Context: an optimization exercise on an open-source flow, tuned for small area, a short achievable clock period and few clock cycles. The choices shown serve that exercise and are no tape-out recipe.
Only simulation tests tie the RTL to the original design; equivalence was not proved.

Design fwdkm_seq, start of the top module:
module fwdkm_seq #(
  parameter int unsigned NJ    = 3,
  parameter int unsigned ANG_W = 32,
  parameter int unsigned COS_W = 32,
  parameter int unsigned LEN_W = 16,
  parameter int unsigned ACC_W = 64
) (
  input  logic                 clk,
  input  logic                reset,
  input  logic                in_valid,
  output logic                in_ready,
  input  logic [ANG_W-1:0]    yaw_ang,
  input  logic [NJ*ANG_W-1:0] jnt_ang,
  input  logic [NJ*ANG_W-1:0] jnt_off,
  input  logic [NJ*LEN_W-1:0] link_len,
  input  logic [LEN_W-1:0]    base_h,
  output logic                cos_req_valid,
  input  logic                cos_req_ready,
  output logic [ANG_W-1:0]    cos_req_angle,
  input  logic                cos_rsp_valid,
  input  logic [COS_W-1:0]    cos_rsp_data,
  output logic                out_valid,
  input  logic                out_ready,
  output logic [ACC_W-1:0]    pos_x,
  output logic [ACC_W-1:0]    pos_y,
  output logic [ACC_W-1:0]    pos_z,
  output logic                busy
);
  localparam int unsigned RW = 50;
  localparam int unsigned PW = 51;
  localparam int unsigned ZW = 56;
  logic       occ_q;       
  logic       act_q;       
  ...
Size in the first run: about 5100 cells after synthesis, roughly 550 I/O pins.
export LEC_CHECK = 0
export CAP_MARGIN = 20
export CORE_MARGIN = 5
export CORE_UTILIZATION = 40
export CTS_BUF_LIST = sky130_fd_sc_hd__clkbuf_8
export CTS_CLUSTER_DIAMETER = 80
export CTS_CLUSTER_SIZE = 15
export SLEW_MARGIN = 20
export SYNTH_HIERARCHICAL = 1
export TNS_END_PERCENT = 0
create_clock -name core_clock -period 13.0 [get_ports {clk}]
standard.sh (not shown) runs the stock make flow with config.mk's settings and CLKGATE_MAP_FILE= SYNTH_SCRIPT=/design/flow/synth_recipe.tcl, a recipe that flattens the netlist after the stock synthesis.
==> flow/flow/run.sh <==
#!/bin/bash
set -euo pipefail
bash standard.sh SETUP_SLACK_MARGIN=7.5 'BUFFER_PORTS_ARGS=-buffer_cell sky130_fd_sc_hd__buf_1' finish > standard_flow.log 2>&1
Testbench counts at the start, summed over its fixed seeds: cycles 3,144.
==> next run, changes <==
--- a/flow/design.v
+++ b/flow/design.v
@@ -60,23 +60,23 @@
   assign cos_req_valid = en_q && (!outst_q || cos_rsp_valid);
   assign req_fire      = cos_req_valid && cos_req_ready;
   assign ans           = cos_rsp_valid && outst_q;
   assign rsp_k         = q_q - 3'd1;
   logic ans6, ans7, pos_free, bstart, blast, first;
   assign ans6     = ans && rsp_k == 3'd6;
   assign ans7     = ans && rsp_k == 3'd7;
   assign pos_free = !bbusy_q && (!ov_q || out_ready);
   assign bstart   = (ans7 || bpend_q) && pos_free;
   assign blast    = (bcnt_q == 3'd5);
   assign first    = (bcnt_q == 3'd0);
-  logic       act_d, pend_d, bpend_d, bbusy_d, ov_d, gate_d;
+  logic       act_d, pend_d, bpend_d, bbusy_d, ov_d, gate_d, outst_d;
   logic [2:0] q_d, bcnt_d;
   always_comb begin
     q_d    = req_fire ? q_q + 3'd1 : q_q;
     act_d  = act_q;
     pend_d = pend_q;
     if (req_fire && q_q == 3'd7) begin
       act_d  = pend_q || accept;
       pend_d = 1'b0;
     end else if (accept) begin
       if (act_q) pend_d = 1'b1;
       else       act_d  = 1'b1;
@@ -86,24 +86,25 @@
     bcnt_d  = bcnt_q;
     if (bstart) begin
       bbusy_d = 1'b1;
       bcnt_d  = '0;
     end else if (bbusy_q) begin
       bcnt_d = bcnt_q + 3'd1;
       if (blast) bbusy_d = 1'b0;
     end
     ov_d = ov_q;
     if (bbusy_q && blast)       ov_d = 1'b1;
     else if (ov_q && out_ready) ov_d = 1'b0;
+    outst_d = req_fire ? 1'b1 : (ans ? 1'b0 : outst_q);
     gate_d = 1'b1;
-    if (q_d == 3'd0) gate_d = !bpend_d;
+    if (q_d == 3'd0) gate_d = !bpend_d && (!outst_d || (!bbusy_d && !ov_d));
     else if (q_d[2:1] == 2'b11) gate_d = !bpend_d && (!bbusy_d || bcnt_d >= 3'd4);
   end
   always_ff @(posedge clk or posedge reset) begin
     if (reset) begin
       occ_q   <= 1'b0;
       act_q   <= 1'b0;
       pend_q  <= 1'b0;
       q_q     <= '0;
       en_q    <= 1'b0;
       asel_q  <= 1'b1;
       outst_q <= 1'b0;
@@ -115,24 +116,23 @@
       bbusy_q <= 1'b0;
       bcnt_q  <= '0;
       ov_q    <= 1'b0;
     end else begin
       if (accept) occ_q <= 1'b1;
       else if (ans && rsp_k == 3'd5) occ_q <= 1'b0;
       act_q   <= act_d;
       pend_q  <= pend_d;
       q_q     <= q_d;
       en_q    <= act_d && gate_d;
       asel_q  <= (q_d[2:1] == 2'd0);
-      if (req_fire)  outst_q <= 1'b1;
-      else if (ans)  outst_q <= 1'b0;
+      outst_q <= outst_d;
       mac_v_q <= ans && (rsp_k <= 3'd5);
       if (ans) begin
         mac_z_q <= (rsp_k == 3'd0);
         mac_b_q <= (rsp_k == 3'd1);
         mac_a_q <= (rsp_k == 3'd1 || rsp_k == 3'd3);
       end
       bpend_q <= bpend_d;
       bbusy_q <= bbusy_d;
       bcnt_q  <= bcnt_d;
       ov_q    <= ov_d;
     end
@@ -145,23 +145,23 @@
       yw_q <= yaw_ang;
       bh_q <= base_h;
     end
     if (accept) begin
       l1_q <= link_len[31:16];
       l2_q <= link_len[47:32];
     end else if (mac_v_q && mac_a_q) begin
       l1_q <= l2_q;
     end
     if (req_fire && q_q[0] && q_q != 3'd7)
       ra_q <= (q_q == 3'd5) ? yw_q : abase + (q_q[1] ? s2_q : s1_q);
-    creg_q <= cos_rsp_data;
+    creg_q <= (ans && rsp_k <= 3'd5) ? cos_rsp_data : '0;
   end
   logic [8:0]  bm_one;
   logic [7:0]  bm_two, bm_neg;
   logic [15:0] lnext;
   logic [8:0]  bn_one, bn_two, bn_neg;
   assign lnext = accept ? link_len[15:0] : l1_q;
   always_comb begin
     logic [17:0] lx;
     lx = {1'b0, lnext, 1'b0};
     for (int j = 0; j < 9; j++) begin
       bn_one[j] = lx[2*j+1] ^ lx[2*j];
@@ -170,31 +170,30 @@
     end
   end
   always_ff @(posedge clk) begin
     if (accept || (mac_v_q && mac_a_q)) begin
       bm_one <= bn_one;
       bm_two <= bn_two[7:0];
       bm_neg <= bn_neg[7:0];
     end
   end
   logic [RW-1:0] acc_in, mac_sum;
   always_comb begin
-    if (mac_z_q)      acc_in = '0;
+    if (!mac_v_q)     acc_in = x_q;
+    else if (mac_z_q) acc_in = '0;
     else if (mac_b_q) acc_in = {4'd0, bh_q, 30'd0};
-    else                      acc_in = y_q;
+    else              acc_in = y_q;
   end
   always_ff @(posedge clk) begin
-    if (mac_v_q) begin
-      x_q <= mac_sum;
-      y_q <= x_q;
-    end
+    x_q <= mac_sum;
+    if (mac_v_q) y_q <= x_q;
   end
   logic [2:0] yz_one, yz_two, yz_neg, yx_one, yx_two, yx_neg;
   logic [6:0] wz, wx;
   logic [2:0] nz_one, nz_two, nz_neg, nx_one, nx_two, nx_neg;
   assign wz = ans6 ? {cos_rsp_data[5:0], 1'b0} : c6_q[11:5];
   assign wx = ans7 ? {cos_rsp_data[5:0], 1'b0} : c7_q[11:5];
   always_comb begin
     for (int j = 0; j < 3; j++) begin
       nz_one[j] = wz[2*j+1] ^ wz[2*j];
       nz_two[j] = (wz[2*j+2] & ~wz[2*j+1] & ~wz[2*j]) | (~wz[2*j+2] & wz[2*j+1] & wz[2*j]);
       nz_neg[j] = wz[2*j+2] & ~(wz[2*j+1] & wz[2*j]);
Die area decreases by 0.46%.
Cell area is about the same.
Non-clock buffer count is higher by 18.
Utilization stays flat.
Routed wire length barely changes.
Clock skew came out lower by 0.0044 ns.
Register-to-register slack improves by 0.22 ns.
Worst setup slack improved by 0.16 ns.
Clock-buffer cell count rose by 5.
Via count is higher by 1.8%.
Cell count rose by 1.2%.
Synthesized area went down by 0.48%.
Testbench counts after the change, summed over its fixed seeds: cycles 3,144.


fwdkm_seq, a different RTL version from the one above (not shown whole).
Size: ~670 flip-flops, roughly 550 I/O pins.
==> flow/design.v (excerpt) <==
module fwdkm_seq #(
  parameter int unsigned NJ    = 3,
  parameter int unsigned ANG_W = 32,
  parameter int unsigned COS_W = 32,
  parameter int unsigned LEN_W = 16,
  parameter int unsigned ACC_W = 64
) (
  input  logic                 clk,
  input  logic                reset,
  input  logic                in_valid,
  output logic                in_ready,
  input  logic [ANG_W-1:0]    yaw_ang,
  input  logic [NJ*ANG_W-1:0] jnt_ang,
  input  logic [NJ*ANG_W-1:0] jnt_off,
  input  logic [NJ*LEN_W-1:0] link_len,
  input  logic [LEN_W-1:0]    base_h,
  output logic                cos_req_valid,
  input  logic                cos_req_ready,
  output logic [ANG_W-1:0]    cos_req_angle,
  input  logic                cos_rsp_valid,
  input  logic [COS_W-1:0]    cos_rsp_data,
  output logic                out_valid,
  input  logic                out_ready,
  output logic [ACC_W-1:0]    pos_x,
  output logic [ACC_W-1:0]    pos_y,
  output logic [ACC_W-1:0]    pos_z,
  output logic                busy
);
==> flow/config.mk <==
export PLATFORM = sky130hd
export DESIGN_NAME = fwdkm_seq
export DESIGN_NICKNAME = fwdkm_seq
export VERILOG_FILES = /design/flow/design.v
export SDC_FILE = /design/flow/constraint.sdc
export NUM_CORES = 4
export LEC_CHECK = 0
export CAP_MARGIN = 20
export CORE_MARGIN = 2
export CORE_UTILIZATION = 40
export SLEW_MARGIN = 20
export SYNTH_HIERARCHICAL = 1
==> flow/constraint.sdc <==
create_clock -name core_clock -period 13.0 [get_ports {clk}]
set_input_delay 2.6000 -clock core_clock [delete_from_list [all_inputs] [get_ports {clk}]]
set_output_delay 2.6000 -clock core_clock [all_outputs]
set_load 0.01 [all_outputs]
==> flow/flow/run.sh <==
#!/bin/bash
set -euo pipefail
bash standard.sh SETUP_SLACK_MARGIN=7.5 finish > standard_flow.log 2>&1
Testbench counts at the start, summed over its fixed seeds: cycles 3,144.
Then changed:
--- a/flow/design.v
+++ b/flow/design.v
@@ -26,25 +26,27 @@
   output logic [ACC_W-1:0]    pos_z,
   output logic                busy
 );
   localparam int unsigned RW = 50;
   localparam int unsigned PW = 51;
   localparam int unsigned ZW = 56;
   logic       occ_q;       
   logic       act_q;       
   logic       pend_q;      
   logic [2:0] q_q;         
   logic       outst_q;     
   logic       mac_v_q;     
-  logic [2:0] mac_k_q;
+  logic       mac_z_q;     
+  logic       mac_b_q;     
+  logic       mac_a_q;     
   logic       bpend_q;     
   logic       bbusy_q;     
   logic [2:0] bcnt_q;      
   logic       ov_q;        
   logic [31:0]   f0_q, s1_q, s2_q, yw_q, ra_q;
   logic [15:0]   l1_q, l2_q, bh_q;
   logic [31:0]   creg_q, c6_q, c7_q;
   logic [RW-1:0] x_q, y_q, ry_q, py_q;
   logic [ZW-1:0] pz_q, px_q;
   logic accept, req_fire, ans;
   logic [31:0] in_s0, in_s1, in_s2;    
   logic [2:0] rsp_k;
@@ -97,90 +99,96 @@
     else if (q_d[2:1] == 2'b11) gate_d = !bpend_d && (!bbusy_d || bcnt_d >= 3'd4);
   end
   always_ff @(posedge clk or posedge reset) begin
     if (reset) begin
       occ_q   <= 1'b0;
       act_q   <= 1'b0;
       pend_q  <= 1'b0;
       q_q     <= '0;
       en_q    <= 1'b0;
       asel_q  <= 1'b1;
       outst_q <= 1'b0;
       mac_v_q <= 1'b0;
-      mac_k_q <= '0;
+      mac_z_q <= 1'b0;
+      mac_b_q <= 1'b0;
+      mac_a_q <= 1'b0;
       bpend_q <= 1'b0;
       bbusy_q <= 1'b0;
       bcnt_q  <= '0;
       ov_q    <= 1'b0;
     end else begin
       if (accept) occ_q <= 1'b1;
       else if (ans && rsp_k == 3'd5) occ_q <= 1'b0;
       act_q   <= act_d;
       pend_q  <= pend_d;
       q_q     <= q_d;
       en_q    <= act_d && gate_d;
       asel_q  <= (q_d[2:1] == 2'd0);
       if (req_fire)  outst_q <= 1'b1;
       else if (ans)  outst_q <= 1'b0;
       mac_v_q <= ans && (rsp_k <= 3'd5);
-      if (ans) mac_k_q <= rsp_k;
+      if (ans) begin
+        mac_z_q <= (rsp_k == 3'd0);
+        mac_b_q <= (rsp_k == 3'd1);
+        mac_a_q <= (rsp_k == 3'd1 || rsp_k == 3'd3);
+      end
       bpend_q <= bpend_d;
       bbusy_q <= bbusy_d;
       bcnt_q  <= bcnt_d;
       ov_q    <= ov_d;
     end
   end
   always_ff @(posedge clk) begin
     if (accept) begin
       f0_q <= in_s0;
       s1_q <= in_s1;
       s2_q <= in_s2;
       yw_q <= yaw_ang;
       bh_q <= base_h;
     end
     if (accept) begin
       l1_q <= link_len[31:16];
       l2_q <= link_len[47:32];
-    end else if (mac_v_q && (mac_k_q == 3'd1 || mac_k_q == 3'd3)) begin
+    end else if (mac_v_q && mac_a_q) begin
       l1_q <= l2_q;
     end
     if (req_fire && q_q[0] && q_q != 3'd7)
       ra_q <= (q_q == 3'd5) ? yw_q : abase + (q_q[1] ? s2_q : s1_q);
     creg_q <= cos_rsp_data;
   end
   logic [8:0]  bm_one;
   logic [7:0]  bm_two, bm_neg;
   logic [15:0] lnext;
   logic [8:0]  bn_one, bn_two, bn_neg;
   assign lnext = accept ? link_len[15:0] : l1_q;
   always_comb begin
     logic [17:0] lx;
     lx = {1'b0, lnext, 1'b0};
     for (int j = 0; j < 9; j++) begin
       bn_one[j] = lx[2*j+1] ^ lx[2*j];
       bn_two[j] = (lx[2*j+2] & ~lx[2*j+1] & ~lx[2*j]) | (~lx[2*j+2] & lx[2*j+1] & lx[2*j]);
       bn_neg[j] = lx[2*j+2] & ~(lx[2*j+1] & lx[2*j]);
     end
   end
   always_ff @(posedge clk) begin
-    if (accept || (mac_v_q && (mac_k_q == 3'd1 || mac_k_q == 3'd3))) begin
+    if (accept || (mac_v_q && mac_a_q)) begin
       bm_one <= bn_one;
       bm_two <= bn_two[7:0];
       bm_neg <= bn_neg[7:0];
     end
   end
   logic [RW-1:0] acc_in, mac_sum;
   always_comb begin
-    if (mac_k_q == 3'd0)      acc_in = '0;
-    else if (mac_k_q == 3'd1) acc_in = {4'd0, bh_q, 30'd0};
+    if (mac_z_q)      acc_in = '0;
+    else if (mac_b_q) acc_in = {4'd0, bh_q, 30'd0};
     else                      acc_in = y_q;
   end
   always_ff @(posedge clk) begin
     if (mac_v_q) begin
       x_q <= mac_sum;
       y_q <= x_q;
     end
   end
   logic [2:0] yz_one, yz_two, yz_neg, yx_one, yx_two, yx_neg;
   logic [6:0] wz, wx;
   logic [2:0] nz_one, nz_two, nz_neg, nx_one, nx_two, nx_neg;
   assign wz = ans6 ? {cos_rsp_data[5:0], 1'b0} : c6_q[11:5];
=> The changed run passed the timing, DRC and antenna checks. Global-route usage is lower by 0.25 points. Synthesized cell count is lower by 1.9%. Core utilization rose by 0.45 points. Design area rises by 0.93%.
Testbench counts after the change, summed over its fixed seeds: cycles 3,144.

==> port drivers added, routing unchanged <==
Ports are ideal in the flow. The routed layouts listed here were re-timed in OpenROAD. Step 1: set_driving_cell puts a clkbuf_16 on clk and a buf_2 on each other input, an assumption about the parent block. Step 2 moves the port delays by t, midway between the first and last clock arrival at a register: inputs arrive t later, outputs are due t later. That takes back most of the time a late clock gives input paths. a / b / c = ideal / step 1 / step 2; a / b = the first two.
| run | t, ns | setup slack, ns | hold slack, ns | worst register clock-pin slew, ns |
|---|---|---|---|---|
| the first run of note 1 | 0.846 | 7.091 / 7.014 / 6.913 | 0.448 / 0.448 / 0.448 | 0.11 / 0.11 |
| the second run of note 1 | 0.859 | 7.249 / 7.137 / 6.755 | 0.458 / 0.458 / 0.458 | 0.12 / 0.12 |
| the first run of note 2 | 0.780 | 7.113 / 7.113 / 6.913 | 0.415 / 0.415 / 0.415 | 0.07 / 0.07 |
| the second run of note 2 | 0.784 | 7.106 / 7.106 / 6.820 | 0.446 / 0.446 / 0.446 | 0.06 / 0.06 |
After both steps every run listed still meets setup and hold. For the second run of note 1, which loses most, drivers alone change the setup slack by -0.112 ns; drivers and shift together by -0.494 ns.
